This design comes from an exercise in tuning for small area, a short achievable clock period and few clock cycles per item on the open sky130 flow, not from production work. Only simulation tests tie the RTL to the original design; equivalence was not proved. Power is estimated from default activity; no workload was simulated.

File: flow/config.mk
export PLATFORM = sky130hd
export DESIGN_NAME = array_list_engine
export DESIGN_NICKNAME = array_list_engine
export VERILOG_FILES = /design/flow/design.v
export SDC_FILE = /design/flow/constraint.sdc
export NUM_CORES = 4
export LEC_CHECK = 0
export CAP_MARGIN = 20
export CORE_MARGIN = 2
export CORE_UTILIZATION = 36
export PLACE_DENSITY = 0.45
export SLEW_MARGIN = 20
File: flow/constraint.sdc
create_clock -name core_clock -period 6.0 [get_ports {clock}]
set_input_delay 1.2000 -clock core_clock [delete_from_list [all_inputs] [get_ports {clock}]]
set_output_delay 1.2000 -clock core_clock [all_outputs]
set_load 0.01 [all_outputs]
File: flow/design.v
package ale_pkg;
   localparam int DEPTH_DEF = 64;
   localparam int ELEM_W = 32;
   localparam int IDX_W  = 7;
   localparam int CAP_W  = 7;
   localparam int OP_W   = 4;
   localparam int ST_W   = 2;
   localparam int REQ_TDATA_W = 40;
   localparam int REQ_TUSER_W = OP_W;
   localparam int RSP_TDATA_W = ELEM_W;
   localparam int RSP_TUSER_W = ST_W;
   localparam int CSR_TDATA_W = 8;
   localparam logic [CAP_W-1:0] CAP_RESET = 7'd64;
   typedef enum logic [OP_W-1:0] {
      REQ_APPEND  = 4'd0,
      REQ_INSERT  = 4'd1,
      REQ_DELETE  = 4'd2,
      REQ_SEARCH  = 4'd3,
      REQ_GET     = 4'd4,
      REQ_SET     = 4'd5,
      REQ_MAX     = 4'd6,
      REQ_MIN     = 4'd7,
      REQ_SUM     = 4'd8,
      REQ_AVERAGE = 4'd9
   } req_code_type;
   typedef enum logic [ST_W-1:0] {
      ST_OK       = 2'd0,
      ST_FULL     = 2'd1,
      ST_BADIDX   = 2'd2,
      ST_NOTFOUND = 2'd3
   } status_type;
   typedef enum logic [2:0] {
      S_IDLE,
      S_SCAN,
      S_TAIL,
      S_DIV,
      S_DONE
   } state_type;
endpackage
module ale_div #(
   parameter int DIGITS = 4
) (
   input  logic [6:0]          n,       
   input  logic [7:0]          n3,      
   input  logic [5:0]          rem_i,
   input  logic [2*DIGITS-1:0] bits_i,
   output logic [5:0]          rem_o,
   output logic [2*DIGITS-1:0] quo_o
);
   logic [7:0] kn [1:3];
   logic [5:0] a [1:3];
   logic [1:0] b [1:3];
   logic [3:0] na0 [1:3];    
   logic [3:0] na1 [1:3];    
   assign kn[1] = {1'b0, n};
   assign kn[2] = {n, 1'b0};
   assign kn[3] = n3;
   genvar k, s;
   generate
      for (k = 1; k <= 3; k++) begin : g_kn
         assign a[k]   = kn[k][7:2];
         assign b[k]   = kn[k][1:0];
         assign na0[k] = 4'(-a[k][3:0]);
         assign na1[k] = ~a[k][3:0];
      end
   endgenerate
   logic [5:0] r [DIGITS+1];
   assign r[0] = rem_i;
   generate
      for (s = 0; s < DIGITS; s++) begin : g_dig
         logic [1:0] d;
         logic [3:1] c;
         logic [5:0] cand [4];
         assign d = bits_i[2*(DIGITS-s)-1 -: 2];
         assign cand[0] = {r[s][3:0], d};
         for (k = 1; k <= 3; k++) begin : g_k
            logic lt_db;
            logic gt, eq;
            logic [3:0] kk;
            assign lt_db   = d < b[k];
            assign gt      = r[s] > a[k];
            assign eq      = r[s] == a[k];
            assign c[k]    = gt || (eq && !lt_db);
            assign kk      = lt_db ? na1[k] : na0[k];
            assign cand[k] = {4'(r[s][3:0] + kk), 2'(d - b[k])};
         end
         assign r[s+1] = c[3] ? cand[3] : (c[2] ? cand[2] : (c[1] ? cand[1] : cand[0]));
         assign quo_o[2*(DIGITS-s)-1] = c[2];
         assign quo_o[2*(DIGITS-s)-2] = c[1] ^ c[2] ^ c[3];
      end
   endgenerate
   assign rem_o = r[DIGITS];
endmodule
import ale_pkg::*;
module array_list_engine #(
   parameter int DEPTH = ale_pkg::DEPTH_DEF
) (
   input  logic                            clock,
   input  logic                            reset,
   input  logic                            req_tvalid,
   output logic                            req_tready,
   input  logic [ale_pkg::REQ_TDATA_W-1:0] req_tdata,
   input  logic [ale_pkg::REQ_TUSER_W-1:0] req_tuser,
   output logic                            rsp_tvalid,
   input  logic                            rsp_tready,
   output logic [ale_pkg::RSP_TDATA_W-1:0] rsp_tdata,
   output logic [ale_pkg::RSP_TUSER_W-1:0] rsp_tuser,
   input  logic                            csr_tvalid,
   output logic                            csr_tready,
   input  logic [ale_pkg::CSR_TDATA_W-1:0] csr_tdata
);
   localparam int AW        = 6;
   localparam int SUM_W     = 38;
   localparam int DIV_DIG   = 4;                  
   localparam int DIV_BITS  = 2 * DIV_DIG;
   localparam int DIV_CYC   = 32 / DIV_BITS;
   logic              s1_vld;
   logic [3:0]        s1_op;
   logic [6:0]        s1_idx;
   logic [31:0]       s1_elem;
   logic [6:0]        s1_cap;
   logic [6:0]        cap_ff;
   logic [31:0]       mem [DEPTH];
   logic [6:0]        n_ff;
   logic [7:0]        n3_ff;               
   logic [SUM_W-1:0]  sum_ff;
   logic [31:0]       mx_ff, mn_ff;
   logic [6:0]        mxc_ff, mnc_ff;
   logic              mxv_ff, mnv_ff;
   logic              scan_ff;
   logic              div_ff;
   logic [AW-1:0]     ptr_ff;
   logic [1:0]        dcnt_ff;
   logic              dneg_ff;
   logic [5:0]        drem_ff;
   logic [31:0]       dq_ff;
   logic              rsp_vld_ff;
   logic [31:0]       rsp_data_ff;
   logic [1:0]        rsp_user_ff;
   logic              rsp_inc_ff;          
   logic        op_app, op_ins, op_del, op_srch, op_get, op_set, op_max, op_min, op_sum, op_avg;
   logic        n_zero, full, i_le_n, i_lt_n;
   logic [6:0]  n_c, i_c;
   assign n_c = n_ff;
   assign i_c = s1_idx;
   assign op_app  = s1_op == 4'd0;
   assign op_ins  = s1_op == 4'd1;
   assign op_del  = s1_op == 4'd2;
   assign op_srch = s1_op == 4'd3;
   assign op_get  = s1_op == 4'd4;
   assign op_set  = s1_op == 4'd5;
   assign op_max  = s1_op == 4'd6;
   assign op_min  = s1_op == 4'd7;
   assign op_sum  = s1_op == 4'd8;
   assign op_avg  = s1_op == 4'd9;
   assign n_zero = n_c == 7'd0;
   assign full   = n_c >= s1_cap;
   assign i_le_n = i_c <= n_c;
   assign i_lt_n = i_c < n_c;
   logic [AW-1:0] rd_addr;
   logic [31:0]   rd;
   logic          busy;
   logic          scan_op;
   assign busy    = scan_ff | div_ff;
   assign scan_op = s1_vld & ~busy & ~n_zero & ((op_max & ~mxv_ff) | (op_min & ~mnv_ff));
   assign rd_addr = scan_ff ? ptr_ff : ((op_max | op_min) ? '0 : s1_idx[AW-1:0]);
   assign rd      = mem[rd_addr];
   logic [DEPTH-1:0] hit, fh;
   logic [DEPTH:0]   seen;
   logic [AW-1:0]    hit_pos;
   logic             found;
   genvar j;
   generate
      for (j = 0; j < DEPTH; j++) begin : g_cmp
         assign hit[j] = (mem[j] == s1_elem) && (7'(j) < n_c);
      end
   endgenerate
   always_comb begin
      seen[0] = 1'b0;
      for (int k = 0; k < DEPTH; k++) begin
         seen[k+1] = seen[k] | hit[k];
         fh[k]     = hit[k] & ~seen[k];
      end
   end
   always_comb begin
      hit_pos = '0;
      for (int k = 0; k < DEPTH; k++) begin
         if (fh[k]) hit_pos = hit_pos | AW'(k);
      end
   end
   assign found = seen[DEPTH];
   logic [AW-1:0] cur_ptr;
   logic          scan_last;
   logic [31:0]   sc_mx, sc_mn;
   logic [6:0]    sc_mxc, sc_mnc;
   logic          rd_gt, rd_eq, rd_lt, rd_eqn;
   assign cur_ptr   = scan_ff ? ptr_ff : '0;
   assign scan_last = 7'(cur_ptr) == 7'(n_c - 7'd1);
   assign rd_gt     = $signed(rd) > $signed(mx_ff);
   assign rd_eq     = rd == mx_ff;
   assign rd_lt     = $signed(rd) < $signed(mn_ff);
   assign rd_eqn    = rd == mn_ff;
   always_comb begin
      if (!scan_ff || rd_gt) begin
         sc_mx  = rd;
         sc_mxc = 7'd1;
      end else begin
         sc_mx  = mx_ff;
         sc_mxc = rd_eq ? 7'(mxc_ff + 7'd1) : mxc_ff;
      end
      if (!scan_ff || rd_lt) begin
         sc_mn  = rd;
         sc_mnc = 7'd1;
      end else begin
         sc_mn  = mn_ff;
         sc_mnc = rd_eqn ? 7'(mnc_ff + 7'd1) : mnc_ff;
      end
   end
   logic [SUM_W-1:0]    div_a;
   logic [5:0]          dv_rem_i, dv_rem_o;
   logic [DIV_BITS-1:0] dv_bits, dv_quo;
   logic [31:0]         dq_next;
   logic                div_last;
   logic [31:0]         avg_val;
   logic                avg_inc;
   assign div_a    = sum_ff ^ {SUM_W{sum_ff[SUM_W-1]}};
   assign dv_rem_i = div_ff ? drem_ff : div_a[37:32];
   assign dv_bits  = div_ff ? dq_ff[31 -: DIV_BITS] : div_a[31 -: DIV_BITS];
   assign dq_next  = div_ff ? {dq_ff[31-DIV_BITS:0], dv_quo} : {div_a[31-DIV_BITS:0], dv_quo};
   assign div_last = div_ff && (dcnt_ff == 2'(DIV_CYC - 1));
   assign avg_val  = dneg_ff ? ~dq_next : dq_next;
   assign avg_inc  = dneg_ff && (7'(dv_rem_o) != 7'(n_c - 7'd1));
   ale_div #(
      .DIGITS (DIV_DIG)
   ) u_div (
      .n     (n_c),
      .n3    (n3_ff),
      .rem_i (dv_rem_i),
      .bits_i(dv_bits),
      .rem_o (dv_rem_o),
      .quo_o (dv_quo)
   );
   logic        rsp_ok;
   logic        done;
   logic        fire;
   logic        start_scan, start_div;
   logic [31:0] res_val;
   logic [1:0]  res_st;
   logic        res_inc;
   assign rsp_ok = !rsp_vld_ff || rsp_tready;
   always_comb begin
      start_scan = 1'b0;
      start_div  = 1'b0;
      done       = 1'b0;
      res_val    = '0;
      res_st     = 2'd0;
      res_inc    = 1'b0;
      if (scan_ff) begin
         done    = scan_last;
         res_val = op_max ? sc_mx : sc_mn;
      end else if (div_ff) begin
         done    = div_last;
         res_val = avg_val;
         res_inc = avg_inc;
      end else if (s1_vld) begin
         done = 1'b1;
         case (s1_op)
            4'd0: begin
               if (full) res_st = 2'd1;
            end
            4'd1: begin
               if (!i_le_n) res_st = 2'd2;
               else if (full) res_st = 2'd1;
            end
            4'd2, 4'd4: begin
               if (!i_lt_n) res_st = 2'd2;
               else res_val = rd;
            end
            4'd3: begin
               if (found) res_val = 32'(hit_pos);
               else res_st = 2'd3;
            end
            4'd5: begin
               if (!i_lt_n) res_st = 2'd2;
            end
            4'd6, 4'd7: begin
               if (n_zero) begin
                  res_st = 2'd2;
               end else if (scan_op) begin
                  res_val    = op_max ? sc_mx : sc_mn;
                  done       = scan_last;
                  start_scan = !scan_last;
               end else begin
                  res_val = op_max ? mx_ff : mn_ff;
               end
            end
            4'd8: begin
               res_val = sum_ff[31:0];
            end
            4'd9: begin
               if (n_zero) begin
                  res_st = 2'd2;
               end else begin
                  done      = 1'b0;
                  start_div = 1'b1;
               end
            end
            default: begin
            end
         endcase
      end
   end
   assign fire = done && rsp_ok;
   logic go;
   logic app_c, ins_c, del_c, set_c, add_c, rem_c, grow_c;
   assign go     = fire && !busy && s1_vld;
   assign app_c  = op_app && !full;
   assign ins_c  = op_ins && i_le_n && !full;
   assign del_c  = op_del && i_lt_n;
   assign set_c  = op_set && i_lt_n;
   assign add_c  = app_c || ins_c || set_c;
   assign rem_c  = del_c || set_c;
   assign grow_c = app_c || ins_c;
   logic [DEPTH-1:0] i_eq, i_gt, n_eq;
   generate
      for (j = 0; j < DEPTH; j++) begin : g_slot
         logic sel_n, sel_l, sel_r;
         logic [31:0] lv, rv;
         assign i_eq[j] = i_c == 7'(j);
         assign i_gt[j] = 7'(j) > i_c;
         assign n_eq[j] = n_c == 7'(j);
         assign sel_n = go && (((ins_c || set_c) && i_eq[j]) || (app_c && n_eq[j]));
         if (j == 0) begin : g_first
            assign lv    = mem[0];
            assign sel_l = 1'b0;
         end else begin : g_mid
            assign lv    = mem[j-1];
            assign sel_l = go && ((ins_c && i_gt[j]) || (op_srch && fh[j]));
         end
         if (j == DEPTH - 1) begin : g_last
            assign rv    = mem[j];
            assign sel_r = go && del_c && (i_gt[j] || i_eq[j]);
         end else begin : g_rest
            assign rv    = mem[j+1];
            assign sel_r = go && ((del_c && (i_gt[j] || i_eq[j])) || (op_srch && fh[j+1]));
         end
         logic sel_h;
         assign sel_h = ~(sel_n | sel_l | sel_r);
         always_ff @(posedge clock) begin
            mem[j] <= ({32{sel_n}} & s1_elem) | ({32{sel_l}} & lv) | ({32{sel_r}} & rv) |
                      ({32{sel_h}} & mem[j]);
         end
      end
   endgenerate
   logic [SUM_W-1:0] sum_add, sum_sub;
   logic             x_gt, x_eq, x_lt, x_eqn, v_eq, v_eqn;
   logic             mxv_r, mnv_r, mxv_n, mnv_n;
   logic [6:0]       mxc_r, mnc_r, mxc_n, mnc_n;
   logic [31:0]      mx_n, mn_n;
   assign sum_add = add_c ? {{(SUM_W-32){s1_elem[31]}}, s1_elem} : '0;
   assign sum_sub = rem_c ? {{(SUM_W-32){rd[31]}}, rd} : '0;
   assign x_gt  = $signed(s1_elem) > $signed(mx_ff);
   assign x_eq  = s1_elem == mx_ff;
   assign x_lt  = $signed(s1_elem) < $signed(mn_ff);
   assign x_eqn = s1_elem == mn_ff;
   assign v_eq  = rd == mx_ff;
   assign v_eqn = rd == mn_ff;
   always_comb begin
      mxc_r = mxc_ff;
      mxv_r = mxv_ff;
      if (rem_c && mxv_ff && v_eq) begin
         mxc_r = 7'(mxc_ff - 7'd1);
         if (mxc_ff == 7'd1) mxv_r = 1'b0;
      end
      mnc_r = mnc_ff;
      mnv_r = mnv_ff;
      if (rem_c && mnv_ff && v_eqn) begin
         mnc_r = 7'(mnc_ff - 7'd1);
         if (mnc_ff == 7'd1) mnv_r = 1'b0;
      end
      mx_n  = mx_ff;
      mxc_n = mxc_r;
      mxv_n = mxv_r;
      if ((grow_c && n_zero) || (add_c && (x_gt || (x_eq && !mxv_r)))) begin
         mx_n  = s1_elem;
         mxc_n = 7'd1;
         mxv_n = 1'b1;
      end else if (add_c && x_eq) begin
         mxc_n = 7'(mxc_r + 7'd1);
      end
      mn_n  = mn_ff;
      mnc_n = mnc_r;
      mnv_n = mnv_r;
      if ((grow_c && n_zero) || (add_c && (x_lt || (x_eqn && !mnv_r)))) begin
         mn_n  = s1_elem;
         mnc_n = 7'd1;
         mnv_n = 1'b1;
      end else if (add_c && x_eqn) begin
         mnc_n = 7'(mnc_r + 7'd1);
      end
   end
   always_ff @(posedge clock) begin
      if (reset) begin
         s1_vld     <= 1'b0;
         cap_ff     <= 7'd64;
         n_ff       <= '0;
         n3_ff      <= '0;
         sum_ff     <= '0;
         mxv_ff     <= 1'b0;
         mnv_ff     <= 1'b0;
         scan_ff    <= 1'b0;
         div_ff     <= 1'b0;
         rsp_vld_ff <= 1'b0;
      end else begin
         if (csr_tvalid) cap_ff <= csr_tdata[6:0];
         if (req_tvalid && req_tready) s1_vld <= 1'b1;
         else if (fire) s1_vld <= 1'b0;
         if (go && grow_c) begin
            n_ff  <= 7'(n_ff + 7'd1);
            n3_ff <= 8'(n3_ff + 8'd3);
         end else if (go && del_c) begin
            n_ff  <= 7'(n_ff - 7'd1);
            n3_ff <= 8'(n3_ff - 8'd3);
         end
         if (go) sum_ff <= SUM_W'(sum_ff + sum_add - sum_sub);
         if (scan_op || scan_ff) begin
            if (fire) begin
               mxv_ff <= 1'b1;
               mnv_ff <= 1'b1;
            end
         end else if (go) begin
            mxv_ff <= mxv_n;
            mnv_ff <= mnv_n;
         end
         if (start_scan) scan_ff <= 1'b1;
         else if (fire) scan_ff <= 1'b0;
         if (start_div) div_ff <= 1'b1;
         else if (fire) div_ff <= 1'b0;
         if (rsp_tready) rsp_vld_ff <= 1'b0;
         if (fire) rsp_vld_ff <= 1'b1;
      end
   end
   always_ff @(posedge clock) begin
      if (req_tvalid && req_tready) begin
         s1_op   <= req_tuser;
         s1_idx  <= req_tdata[6:0];
         s1_elem <= req_tdata[38:7];
         s1_cap  <= (cap_ff == 7'd0) ? 7'd1 : ((cap_ff > 7'd64) ? 7'd64 : cap_ff);
      end
      if (scan_op || scan_ff) begin
         if (!scan_last || fire) begin
            mx_ff  <= sc_mx;
            mxc_ff <= sc_mxc;
            mn_ff  <= sc_mn;
            mnc_ff <= sc_mnc;
         end
      end else if (go) begin
         mx_ff  <= mx_n;
         mxc_ff <= mxc_n;
         mn_ff  <= mn_n;
         mnc_ff <= mnc_n;
      end
      if (start_scan) ptr_ff <= 6'd1;
      else if (scan_ff && !scan_last) ptr_ff <= AW'(ptr_ff + 1'b1);
      if (start_div) begin
         dneg_ff <= sum_ff[SUM_W-1];
         dcnt_ff <= 2'd1;
      end else if (div_ff && !div_last) begin
         dcnt_ff <= 2'(dcnt_ff + 2'd1);
      end
      if (start_div || (div_ff && !div_last)) begin
         drem_ff <= dv_rem_o;
         dq_ff   <= dq_next;
      end
      if (fire) begin
         rsp_data_ff <= res_val;
         rsp_user_ff <= res_st;
         rsp_inc_ff  <= res_inc;
      end
   end
   assign req_tready = !s1_vld || fire;
   assign rsp_tvalid = rsp_vld_ff;
   generate
      for (j = 0; j < 32; j++) begin : g_inc
         if (j == 0) begin : g_b0
            assign rsp_tdata[j] = rsp_data_ff[j] ^ rsp_inc_ff;
         end else begin : g_bn
            assign rsp_tdata[j] = rsp_data_ff[j] ^ (rsp_inc_ff & (&rsp_data_ff[j-1:0]));
         end
      end
   endgenerate
   assign rsp_tuser  = rsp_user_ff;
   assign csr_tready = 1'b1;
endmodule
File: flow/run.sh
#!/bin/bash
# synth_recipe.tcl (not shown) runs the flow's synth.tcl, then flattens the netlist and writes it again
# the make line also repeats each setting of config.mk as NAME=value (left out here)
make -C /OpenROAD-flow-scripts/flow DESIGN_CONFIG=/design/flow/config.mk WORK_HOME=/design/flow/orfs CLKGATE_MAP_FILE= SYNTH_SCRIPT=/design/flow/synth_recipe.tcl finish
==> notes.md <==
## power groups by stage
stage | Sequential, uW | Combinational (uW) | Clock (uW)
CTS | 16200 | 21900 | 19300
detailed placement | 16500 | 18000 | 0
global placement | 16500 | 18600 | 0
floorplan | 16400 | 8920 | 0
## worst max path at each step
stage	end	cells past startpoint
2_1_floorplan	rsp_inc_ff	54
3_3_place_gp	rsp_inc_ff	52
3_5_place_dp	rsp_inc_ff	49
4_1_cts	rsp_inc_ff	50
## kinds of logic after synthesis
group	share of synthesized area, %
AOI/OAI and AO/OA	27.9
xor gates and xnor gates	13.0
other	0.00244
and+or+nand+nor	18.1
DFF	31.6
buffers and inverters	5.61
adders and majority gates	3.44
muxes	0.301
## per-stage QoR
stage	setup WS [ns]	util, %
after CTS	-3.24	52.1
after detailed placement	-3.85	48.3
after global placement	-4.32	48.3
after floorplan	-2.59	-
## repair_timing
item                       4_1_cts
setup endpoints to repair     1538
pin swaps                      340
gates cloned                    12
setup buffers                  197
gates resized for setup        860
## per-layer routing
metal / global-route usage [%] / GRT overflow
met3: 65.2 / 48
met2: 92.3 / 904
met1: 81.2 / 49
met5: 42.9 / 6
met4: 75.7 / 615
==> qor.yml <==
clock_tree:
  clock-root-buffer: "clkbuf_16"
  cts_buffers: 299
  ctsHtreeMaxLevel: 5
  clock_sinks: 2324
  cts_buffer_depth: 4
  cts_hold_buf: 0
yosys:
  synth_top_area_share_pct: 27.7
  ys.flop_type: "dfxtp_1"
  ys_seq_area_share_pct: 31.6
  yosys-top-cells-area: "dfxtp_1 28%, nand2_1 7.3%, xor2_1 7.0%, xnor2_1 6.1%, a22oi_1 6.0%"
  yosysTopAreaCell: "dfxtp_1"
  ys_top_cells_by_count: "2978 x nand2_1, 2122 x dfxtp_1, 1234 x a22oi_1"
  syn-num-nets: 18600
  synthArstFlopShare_pct: 0
  ys_warn_count: 13
  synth_cells: 18100
  synth-edff-count: 202
  synth.distinct_cells: 118
  synthesis.area_sq_um: 154000
  synth_most_common_cell: "nand2_1"
  syn_avg_cell_area_sq_um: 8.48
  ys_seq_elements: 2324
floorplanning:
  start_util_pct: 36.2
  die_y_microns: 657
  rows: 239
  die_x_microns: 657
  io_pins: 94
global_route:
  track_usage_pct: 79.1
  grt_pass1_vias: 224000
  grt_pass1_wl_mm: 2380
  gr-total-overflow: 1622
  grt_max_degree: 64
placed_design:
  post_dp_cell_area_sq_um: 205000
  hpwl_mm: 1320
  dp_cells: 27400
  portBuffers: 90
  globalplace.congestion: 1.48
run_status:
  lastStage: "global routing"
  status: "aborted with a tool error"
  error_line: "[ERROR GRT-0116] Global routing finished with congestion. Check the congestion regions in the DRC Viewer."
Testbench counts, summed over its fixed seeds: cycles 21,742, requests 16,000.
